Source: an optimization exercise on an open RTL-to-GDS flow (aim: small area and a short achievable clock period). Production flows keep margins and buffers that such runs may drop. Only simulation tests tie the RTL to the original design; equivalence was not proved. Power is estimated from default activity; no workload was simulated.

### flow/run.sh
#!/bin/bash
# synth_recipe.tcl (not shown) runs the flow's synth.tcl, then flattens the netlist and writes it again
# the make line also repeats each setting of config.mk as NAME=value (left out here)
make -C /OpenROAD-flow-scripts/flow DESIGN_CONFIG=/design/flow/config.mk WORK_HOME=/design/flow/orfs CLKGATE_MAP_FILE= SYNTH_SCRIPT=/design/flow/synth_recipe.tcl finish
### flow/config.mk
export PLATFORM = sky130hd
export DESIGN_NAME = stereo_cap_top
export DESIGN_NICKNAME = stereo_cap_top
export VERILOG_FILES = /design/flow/design.v
export SDC_FILE = /design/flow/constraint.sdc
export NUM_CORES = 4
export LEC_CHECK = 0
export CAP_MARGIN = 20
export CORE_MARGIN = 2
export CORE_UTILIZATION = 40
export SLEW_MARGIN = 20
### flow/constraint.sdc
create_clock -name core_clock -period 8.0 [get_ports {clk_25_2m}]
set_input_delay 1.6000 -clock core_clock [delete_from_list [all_inputs] [get_ports {clk_25_2m}]]
set_output_delay 1.6000 -clock core_clock [all_outputs]
set_load 0.01 [all_outputs]
### flow/design.v
package video_pkg;
	typedef logic [7:0] cam_byte_t;
	typedef struct packed {
		logic [4:0] r;     
		logic [5:0] g;     
		logic [4:0] b;     
	} rgb565_t;
	typedef struct packed {
		logic [7:0] r;
		logic [7:0] g;
		logic [7:0] b;
	} pixel_t;
endpackage
package mem_pkg;
	typedef logic [$clog2(64)-1:0] mem_addr_t;
	typedef enum logic [1:0] {
		req_cam1    = 2'd0,
		req_cam2    = 2'd1,
		req_display = 2'd2
	} req_id_t;
	typedef struct packed {
		mem_addr_t          addr;   
		logic [23:0]        data;   
	} mem_wr_t;
endpackage
module sync_fifo #(
	parameter int WIDTH = 8                      
) (
	input  logic                                  clk_25_2m,
	input  logic                                  reset,
	input  logic                                  push,
	input  logic [WIDTH-1:0]                            push_data,
	input  logic                                  pop,
	output logic [WIDTH-1:0]                            pop_data,
	output logic                                  empty,
	output logic                                  full,
	output logic [$clog2(8 + 1)-1:0]    count
);
	localparam int DEPTH = 8;
	localparam int AW = $clog2(DEPTH);           
	logic [WIDTH-1:0]     mem [DEPTH];
	logic [AW-1:0]  wr_ptr;
	logic [AW-1:0]  rd_ptr;
	always_ff @(posedge clk_25_2m) begin
		if (push)
			mem[wr_ptr] <= push_data;
	end
	always_ff @(posedge clk_25_2m) begin
		if (!reset) begin
			wr_ptr <= '0;
			rd_ptr <= '0;
			count  <= '0;
		end else begin
			if (push)
				wr_ptr <= wr_ptr + 1'b1;
			if (pop)
				rd_ptr <= rd_ptr + 1'b1;
			case ({push, pop})
				2'b10:   count <= count + 1'b1;
				2'b01:   count <= count - 1'b1;
				default: count <= count;   
			endcase
		end
	end
	assign pop_data = mem[rd_ptr];               
	assign empty    = (count == '0);
	assign full     = (count == ($bits(count))'(DEPTH));
endmodule
module cam_capture #(
	parameter mem_pkg::mem_addr_t BASE = '0   
) (
	input  logic                    clk_25_2m,
	input  logic                    reset,
	input  logic                    vsync,
	input  logic                    href,
	input  video_pkg::cam_byte_t    data,
	input  logic                    wr_ready,
	output logic                    wr_valid,
	output mem_pkg::mem_addr_t      wr_addr,
	output video_pkg::pixel_t       wr_data,
	output logic                    frame_done
);
	localparam int FRAME_PIX = 8 * 4;
	localparam int CW = $clog2(FRAME_PIX + 1);
	logic                   vsync_d;
	logic                   vs_rise;
	logic                   phase;       
	video_pkg::cam_byte_t   hi_byte;
	video_pkg::rgb565_t     px565;
	video_pkg::pixel_t      px888;
	mem_pkg::mem_addr_t     pix_cnt;     
	mem_pkg::mem_wr_t       entry;
	mem_pkg::mem_wr_t       head;
	logic                   push;
	logic                   empty;
	logic [CW-1:0]          wr_cnt;      
	assign vs_rise = vsync && !vsync_d;
	assign push    = href && phase;      
	always_ff @(posedge clk_25_2m) begin
		if (!reset) begin
			vsync_d <= 1'b0;
			phase   <= 1'b0;
			pix_cnt <= '0;
		end else begin
			vsync_d <= vsync;
			if (vs_rise) begin           
				phase   <= 1'b0;
				pix_cnt <= '0;
			end else if (href) begin
				phase <= !phase;
				if (phase)
					pix_cnt <= pix_cnt + 1'b1;
			end
		end
	end
	always_ff @(posedge clk_25_2m) begin
		if (href && !phase)
			hi_byte <= data;
	end
	always_comb begin
		px565      = video_pkg::rgb565_t'({hi_byte, data});
		px888.r    = {px565.r, px565.r[4:2]};
		px888.g    = {px565.g, px565.g[5:4]};
		px888.b    = {px565.b, px565.b[4:2]};
		entry.addr = BASE + pix_cnt;
		entry.data = px888;
	end
	sync_fifo #(.WIDTH($clog2(64) + 24)) wr_fifo (
		.clk_25_2m (clk_25_2m),
		.reset     (reset),
		.push      (push),
		.push_data (entry),
		.pop       (wr_valid && wr_ready),
		.pop_data  (head),
		.empty     (empty),
		.full      (),
		.count     ()
	);
	assign wr_valid = !empty;            
	assign wr_addr  = head.addr;
	assign wr_data  = head.data;
	always_ff @(posedge clk_25_2m) begin
		if (!reset) begin
			wr_cnt     <= '0;
			frame_done <= 1'b0;
		end else if (vs_rise) begin
			wr_cnt     <= '0;
			frame_done <= 1'b0;
		end else if (wr_valid && wr_ready) begin
			wr_cnt <= wr_cnt + 1'b1;
			if (wr_cnt == CW'(FRAME_PIX - 1))
				frame_done <= 1'b1;      
		end
	end
endmodule
module frame_mem_arbiter (
	input  logic                  clk_25_2m,
	input  logic                  reset,
	input  logic                  wr_valid_1,
	input  mem_pkg::mem_addr_t    wr_addr_1,
	input  video_pkg::pixel_t     wr_data_1,
	input  logic                  wr_valid_2,
	input  mem_pkg::mem_addr_t    wr_addr_2,
	input  video_pkg::pixel_t     wr_data_2,
	input  logic                  rd_req_valid,
	input  mem_pkg::mem_addr_t    rd_addr,
	output logic                  wr_ready_1,
	output logic                  wr_ready_2,
	output logic                  rd_req_ready,
	output logic                  rd_data_valid,
	output video_pkg::pixel_t     rd_data
);
	logic [23:0]        mem [64];    
	mem_pkg::req_id_t   last_grant;
	mem_pkg::req_id_t   grant;
	logic               grant_vld;
	logic [2:0]         req;             
	assign req = {rd_req_valid, wr_valid_2, wr_valid_1};
	always_comb begin
		int idx;
		grant     = mem_pkg::req_cam1;
		grant_vld = 1'b0;
		for (int i = 1; i <= 3; i++) begin
			idx = (int'(last_grant) + i) % 3;
			if (!grant_vld && req[idx]) begin
				grant     = mem_pkg::req_id_t'(idx);
				grant_vld = 1'b1;
			end
		end
	end
	assign wr_ready_1   = grant_vld && (grant == mem_pkg::req_cam1);
	assign wr_ready_2   = grant_vld && (grant == mem_pkg::req_cam2);
	assign rd_req_ready = grant_vld && (grant == mem_pkg::req_display);
	always_ff @(posedge clk_25_2m) begin
		if (!reset) begin
			last_grant    <= mem_pkg::req_display;   
			rd_data_valid <= 1'b0;
		end else begin
			if (grant_vld)
				last_grant <= grant;
			rd_data_valid <= rd_req_ready;           
		end
	end
	always_ff @(posedge clk_25_2m) begin
		if (wr_ready_1)
			mem[wr_addr_1] <= wr_data_1;
		if (wr_ready_2)
			mem[wr_addr_2] <= wr_data_2;
		if (rd_req_ready)
			rd_data <= mem[rd_addr];
	end
endmodule
module video_timing (
	input  logic clk_25_2m,
	input  logic reset,
	input  logic run,
	output logic de,
	output logic hs,
	output logic vs
);
	localparam int HW = $clog2(((8 * 2) + 2 + 4 + 2));
	localparam int VW = $clog2((4 + 1 + 2 + 1));
	localparam int HS_START = (8 * 2) + 2;
	localparam int HS_END   = HS_START + 4;
	localparam int VS_START = 4 + 1;
	localparam int VS_END   = VS_START + 2;
	logic [HW-1:0] x;
	logic [VW-1:0] y;
	logic          line_end;
	logic          frame_end;
	assign line_end  = (x == HW'(((8 * 2) + 2 + 4 + 2) - 1));
	assign frame_end = (y == VW'((4 + 1 + 2 + 1) - 1));
	always_ff @(posedge clk_25_2m) begin
		if (!reset || !run) begin        
			x <= '0;
			y <= '0;
		end else if (line_end) begin
			x <= '0;
			if (frame_end)
				y <= '0;
			else
				y <= y + 1'b1;
		end else begin
			x <= x + 1'b1;
		end
	end
	assign de = run
		&& (x < HW'((8 * 2)))
		&& (y < VW'(4));                
	assign hs = run
		&& (x >= HW'(HS_START))
		&& (x < HW'(HS_END));                
	assign vs = run
		&& (y >= VW'(VS_START))
		&& (y <= VW'(VS_END - 1));
endmodule
module display_reader (
	input  logic                  clk_25_2m,
	input  logic                  reset,
	input  logic                  cam1_done,
	input  logic                  cam2_done,
	input  logic                  rd_req_ready,
	input  logic                  rd_data_valid,
	input  video_pkg::pixel_t     rd_data,
	input  logic                  pixel_req,
	output logic                  rd_req_valid,
	output mem_pkg::mem_addr_t    rd_addr,
	output logic                  timing_run,
	output video_pkg::pixel_t     pixel
);
	localparam int XW = $clog2((8 * 2));
	localparam int YW = $clog2(4);
	localparam int CW = $clog2(8 + 1);
	logic            fetch_en;       
	logic            reads_done;     
	logic [XW-1:0]   rx;
	logic [YW-1:0]   ry;
	logic            rd_fire;
	logic            last_addr;
	logic            fifo_full;
	logic [CW-1:0]   fifo_count;
	always_comb begin
		if (rx < XW'(8))        
			rd_addr = mem_pkg::mem_addr_t'(0 + ry * 8 + rx);
		else                         
			rd_addr = mem_pkg::mem_addr_t'(32 + ry * 8 + rx - 8);
	end
	assign rd_req_valid = fetch_en
		&& ((int'(fifo_count) + int'(rd_data_valid)) < 8);
	assign rd_fire   = rd_req_valid && rd_req_ready;
	assign last_addr = (rx == XW'((8 * 2) - 1)) && (ry == YW'(4 - 1));
	always_ff @(posedge clk_25_2m) begin
		if (!reset) begin
			rx <= '0;
			ry <= '0;
		end else if (rd_fire) begin
			if (rx == XW'((8 * 2) - 1)) begin
				rx <= '0;
				ry <= ry + 1'b1;     
			end else begin
				rx <= rx + 1'b1;
			end
		end
	end
	always_ff @(posedge clk_25_2m) begin
		if (!reset) begin
			fetch_en   <= 1'b0;
			reads_done <= 1'b0;
			timing_run <= 1'b0;
		end else begin
			if (cam1_done && cam2_done)
				fetch_en <= 1'b1;
			if (rd_fire && last_addr)
				reads_done <= 1'b1;
			if (fetch_en && (fifo_full || reads_done))
				timing_run <= 1'b1;  
		end
	end
	sync_fifo #(.WIDTH(24)) pix_fifo (
		.clk_25_2m (clk_25_2m),
		.reset     (reset),
		.push      (rd_data_valid),
		.push_data (rd_data),
		.pop       (pixel_req),
		.pop_data  (pixel),
		.empty     (),
		.full      (fifo_full),
		.count     (fifo_count)
	);
endmodule
module stereo_cap_top (
	input  logic                    clk_25_2m,
	input  logic                    reset,
	input  logic                    cam1_vsync,
	input  logic                    cam1_href,
	input  video_pkg::cam_byte_t    cam1_data,
	input  logic                    cam2_vsync,
	input  logic                    cam2_href,
	input  video_pkg::cam_byte_t    cam2_data,
	output logic                    hdmi_de,
	output logic                    hdmi_hs,
	output logic                    hdmi_vs,
	output video_pkg::pixel_t       hdmi_d
);
	logic                 wr_valid_1, wr_ready_1, wr_valid_2, wr_ready_2;
	mem_pkg::mem_addr_t   wr_addr_1, wr_addr_2, rd_addr;
	video_pkg::pixel_t    wr_data_1, wr_data_2, rd_data, pixel;
	logic                 cam1_done, cam2_done;
	logic                 rd_req_valid, rd_req_ready, rd_data_valid;
	logic                 timing_run, de, hs, vs;
	cam_capture #(.BASE(mem_pkg::mem_addr_t'(0))) capture_cam1 (
		.clk_25_2m (clk_25_2m), .reset (reset),
		.vsync (cam1_vsync), .href (cam1_href), .data (cam1_data),
		.wr_ready (wr_ready_1), .wr_valid (wr_valid_1),
		.wr_addr (wr_addr_1), .wr_data (wr_data_1), .frame_done (cam1_done)
	);
	cam_capture #(.BASE(mem_pkg::mem_addr_t'(32))) capture_cam2 (
		.clk_25_2m (clk_25_2m), .reset (reset),
		.vsync (cam2_vsync), .href (cam2_href), .data (cam2_data),
		.wr_ready (wr_ready_2), .wr_valid (wr_valid_2),
		.wr_addr (wr_addr_2), .wr_data (wr_data_2), .frame_done (cam2_done)
	);
	frame_mem_arbiter mem_arb (
		.clk_25_2m (clk_25_2m), .reset (reset),
		.wr_valid_1 (wr_valid_1), .wr_addr_1 (wr_addr_1), .wr_data_1 (wr_data_1),
		.wr_valid_2 (wr_valid_2), .wr_addr_2 (wr_addr_2), .wr_data_2 (wr_data_2),
		.rd_req_valid (rd_req_valid), .rd_addr (rd_addr),
		.wr_ready_1 (wr_ready_1), .wr_ready_2 (wr_ready_2), .rd_req_ready (rd_req_ready),
		.rd_data_valid (rd_data_valid), .rd_data (rd_data)
	);
	display_reader reader (
		.clk_25_2m (clk_25_2m), .reset (reset),
		.cam1_done (cam1_done), .cam2_done (cam2_done),
		.rd_req_ready (rd_req_ready), .rd_data_valid (rd_data_valid), .rd_data (rd_data),
		.pixel_req (de), .rd_req_valid (rd_req_valid), .rd_addr (rd_addr),
		.timing_run (timing_run), .pixel (pixel)
	);
	video_timing timing (
		.clk_25_2m (clk_25_2m), .reset (reset), .run (timing_run),
		.de (de), .hs (hs), .vs (vs)
	);
	always_ff @(posedge clk_25_2m) begin
		if (!reset) begin
			hdmi_de <= 1'b0;
			hdmi_hs <= 1'b0;
			hdmi_vs <= 1'b0;
			hdmi_d  <= '0;
		end else begin
			hdmi_de <= de;
			hdmi_hs <= hs;
			hdmi_vs <= vs;
			hdmi_d  <= de ? pixel : '0;    
		end
	end
endmodule
==> reports/qor.yml <==
run_status:
  outcome: "timing/DRC/antenna clean"
clock_tree:
  numCtsBuffers: 167
  postCtsResizedCells: 0
  path_clk_slew_ps: 60
  post_cts_buffers: 0
  root_buffer: "clkbuf_16"
  clock_sinks: 1641
  cts_hold_buf: 0
  clock_latency_ps: 790
  clk_path_buf_depth: 3
  htree_num_levels: 4
  cts_tree: "yes"
worst_setup_path:
  r2r_start: "mem_arb.last_grant[1]"
  worst_setup_path_start_kind: "flop"
  crit_fanout: 48
  required_ps: 8690
  critPathLaunch: "mem_arb.last_grant[1]"
  arrival_ps: 5780
  critPathKind: "reg2reg"
  crit_path_end_kind: "flop"
place:
  gp_congestion: 0.8624
  placed_area_um2: 68100
  place_hpwl_mm: 86.09
  io_buffers: 48
  post-place-ws_ps: 2891
power:
  power.leakage_nw: 21.70
  power_mw: 22.69
  power_density_nw_per_um2: 309.4
  p_seq_frac: 0.497
  swShare: 0.2878
  switchingPower_mw: 6.532
  p_comb_frac: 0.174
  internal_power_mw: 16.16
  ir_worst_vdd_uv: 322.5
  clkPwrFrac: 0.330
layout:
  final_common_cell: "edfxtp_1"
  drive_gt1_frac: 0.2118
  fin_area_um2: 73350
  final_cell_mix: "edfxtp_1, mux2i_1, mux4_2, clkbuf_16, buf_4"
  fillers: 13130
  syn_to_final_growth_pct: 14.87
  layout.nets: 3589
yosys:
  ys.flop_type: "edfxtp_1"
  synth_edf_count: 1536
  syn-num-nets: 3415
  synthesis.area_um2: 63850
  ys_seq_area_frac: 0.7553
  avgSynthCellArea_um2: 19.03
  synthArstFlopShare: 0
  syn_inst: 3356
  ys_ff_latch: 1641
  yosysWarnings: 8
  ys_types: 63
floorplanning:
  die_w_um: 403.5
  die_y_um: 403.5
  top_level_ports: 49
  num_rows: 146
  dieArea_um2: 162800
  core_um2: 158400
  start_util: 0.4031
global_route:
  gr-usage-met3: 0.03339
  grt-ovfl-total: 0
  grt_pass1_vias: 31850
  antenna_found_initial: 2
  busiest_layer: "met2"
  use_met2: 0.2874
  grt_start_max_net_pins: 96
  grt_pass1_wl_mm: 219.2
  grtUsageMet1: 0.2606
  grt_use_total: 0.1827
detailed_routing:
  drc_errors: 0
  routed_wl_mm: 149.3
  ant_nets: 0
  viasPerCell: 5.619
  wire_per_inst_um: 26.02
  drtIter0Drc: 3187
  dr.pass1.iters: 5
  vias: 32240
sta:
  hold_viol: 0
  final_max_slew_viol_count: 0
  grt_setup_unrepaired: "no"
  worstMarginPinSlew_ps: 1107
  worst_slack_ps: 2910
  setup_tns_ps: 0
  max_freq_mhz: 196.5
  post-route-min-period_ps: 5090
  whs_ps: 447.8
  skew_ps: 31.66
  setup_violations: 0
  maxSlewHeadroom: 0.2578
  fin_crit_sh: 0.6363
min_path:
  worstHoldPathType: "reg2reg"
  hold_path_startpoint: "timing.x[0]"
job:
  drv_cap: 0
[layout make-up]
class,instances,area [um^2],share of cell area
Sequential cell,1641,48250,0.6578
Multi-Input combinational cell,1483,15440,0.2106
Clock buffer,213,4466,0.06088
Tap cell,2072,2592,0.03535
Timing Repair Buffer,207,1715,0.02339
Clock inverter,90,765.7,0.01044
Inverter,30,113.9,0.001552
Antenna cell,1,2.502,0.00003412
[cells in the mapped netlist (3+ instances only)]
cell         n  share of area
o21a_1       4        0.00047
o22ai_1     66         0.0065
inv_1       29         0.0017
buf_4        8        0.00094
dfxtp_1    105          0.033
a211oi_1    65         0.0076
buf_1       36         0.0021
xor2_1      20         0.0027
o31a_1       3        0.00041
and2_1       3        0.00029
a21oi_1     88         0.0069
xnor2_1     15         0.0021
ha_1        35         0.0069
nand3_1     13         0.0010
o221ai_1   128          0.018
nor4_1      69         0.0068
nand2b_1    18         0.0018
mux4_2     248          0.087
mux2i_1    323          0.051
nand4_1      6        0.00059
clkbuf_1   120         0.0071
edfxtp_1  1536           0.72
nor3_1      19         0.0015
or2_2        4        0.00039
nor2b_1     27         0.0026
a21o_1       3        0.00035
buf_2       37         0.0029
nand2_1    123         0.0072
or3_1        9        0.00088
nor2_1      99         0.0058
and3_1       3        0.00029
mux2_2       4        0.00071
o21ai_0     46         0.0036
nor3b_1      4        0.00047
[logic make-up after synthesis]
group                      after synthesis  synth area share
DFF                                   1641            0.7553
and+or+nand+nor                        412           0.03200
xor gates and xnor gates                35          0.004801
muxes                                  578            0.1395
buffers and inverters                  232           0.01495
AOI/OAI and AO/OA                      421           0.04597
adders and majority gates               37          0.007486
[sequential cells by signal, summed over array words and instances, names as in the netlist, 8 cells and up, named ones only]
register	cells
mem_arb.rd_data	16
reader.pix_fifo.mem	128
capture_cam1.wr_fifo.mem	176
mem_arb.mem	1024
capture_cam1.hi_byte	8
capture_cam2.wr_fifo.mem	176
capture_cam2.hi_byte	8
hdmi_d	16
[metrics by stage]
| stage | instances | util |
|---|---|---|
| floorplan | 3356 | - |
| global placement | 5432 | 0.4299 |
| detailed placement | 5432 | 0.4300 |
| CTS | 5735 | 0.4630 |
| global route | 5737 | 0.4631 |
| finish | 5737 | 0.4631 |
[routing by layer]
metal	vias to the layer above	share of wire
li1	14150	-
met1	16900	0.44
met2	986	0.48
met3	202	0.062
met4	2	0.022
met5	-	0.00011
[final timing paths]
| path | endpoint | slack, ps | cells past startpoint |
|---|---|---|---|
| max reg2reg | capture_cam1.wr_fifo.count[3] | 2910 | 15 |
| min | timing.x[0] | 450 | 1 |
| min reg2reg | timing.x[0] | 450 | 1 |
| max | capture_cam1.wr_fifo.count[3] | 2910 | 15 |
[worst max-delay path, cell delays in order, from the launching register on]
cell	delay, ps
dfxtp_1	460
inv_1	140
ha_1	450
o31ai_1	560
a221oi_2	190
o21ai_4	670
clkinv_2	150
buf_4	430
nor3_2	550
ha_1	280
ha_1	240
a21o_1	180
a21oi_1	170
xnor2_1	90
or3_1	300
a21oi_1	140
[power by group through the flow]
stage          Combinational, mW  Clock [mW]  Sequential [mW]
3_3_place_gp                3.87           0             11.4
5_1_grt                     4.18        7.96             11.3
4_1_cts                     3.96        7.63             11.3
2_1_floorplan               1.76           0             11.5
3_5_place_dp                3.96           0             11.4
6_report                    3.95        7.48             11.3

-- separate check: timing with driven ports --
Ports are ideal in the flow. The routed layout listed here was re-timed in OpenROAD. Step 1 (the two cells are an assumption about what drives the block):
set clk [get_ports {clk_25_2m}]
set_driving_cell -lib_cell sky130_fd_sc_hd__clkbuf_16 $clk
set_driving_cell -lib_cell sky130_fd_sc_hd__buf_2 [delete_from_list [all_inputs] $clk]
Step 2 also shifts input and output timing later by t, the mid clock arrival at the registers, as if the neighbouring blocks saw the same clock. a / b / c = ideal / step 1 / step 2; a / b = the first two.
t, ns: 0.857
setup slack, ns: 2.910 / 2.910 / 2.910
worst slew at a driven data input, ns: 0.07
After both steps setup and hold are still met in this run. For this run, drivers alone change the setup slack by 0.000 ns; drivers and shift together by 0.000 ns.
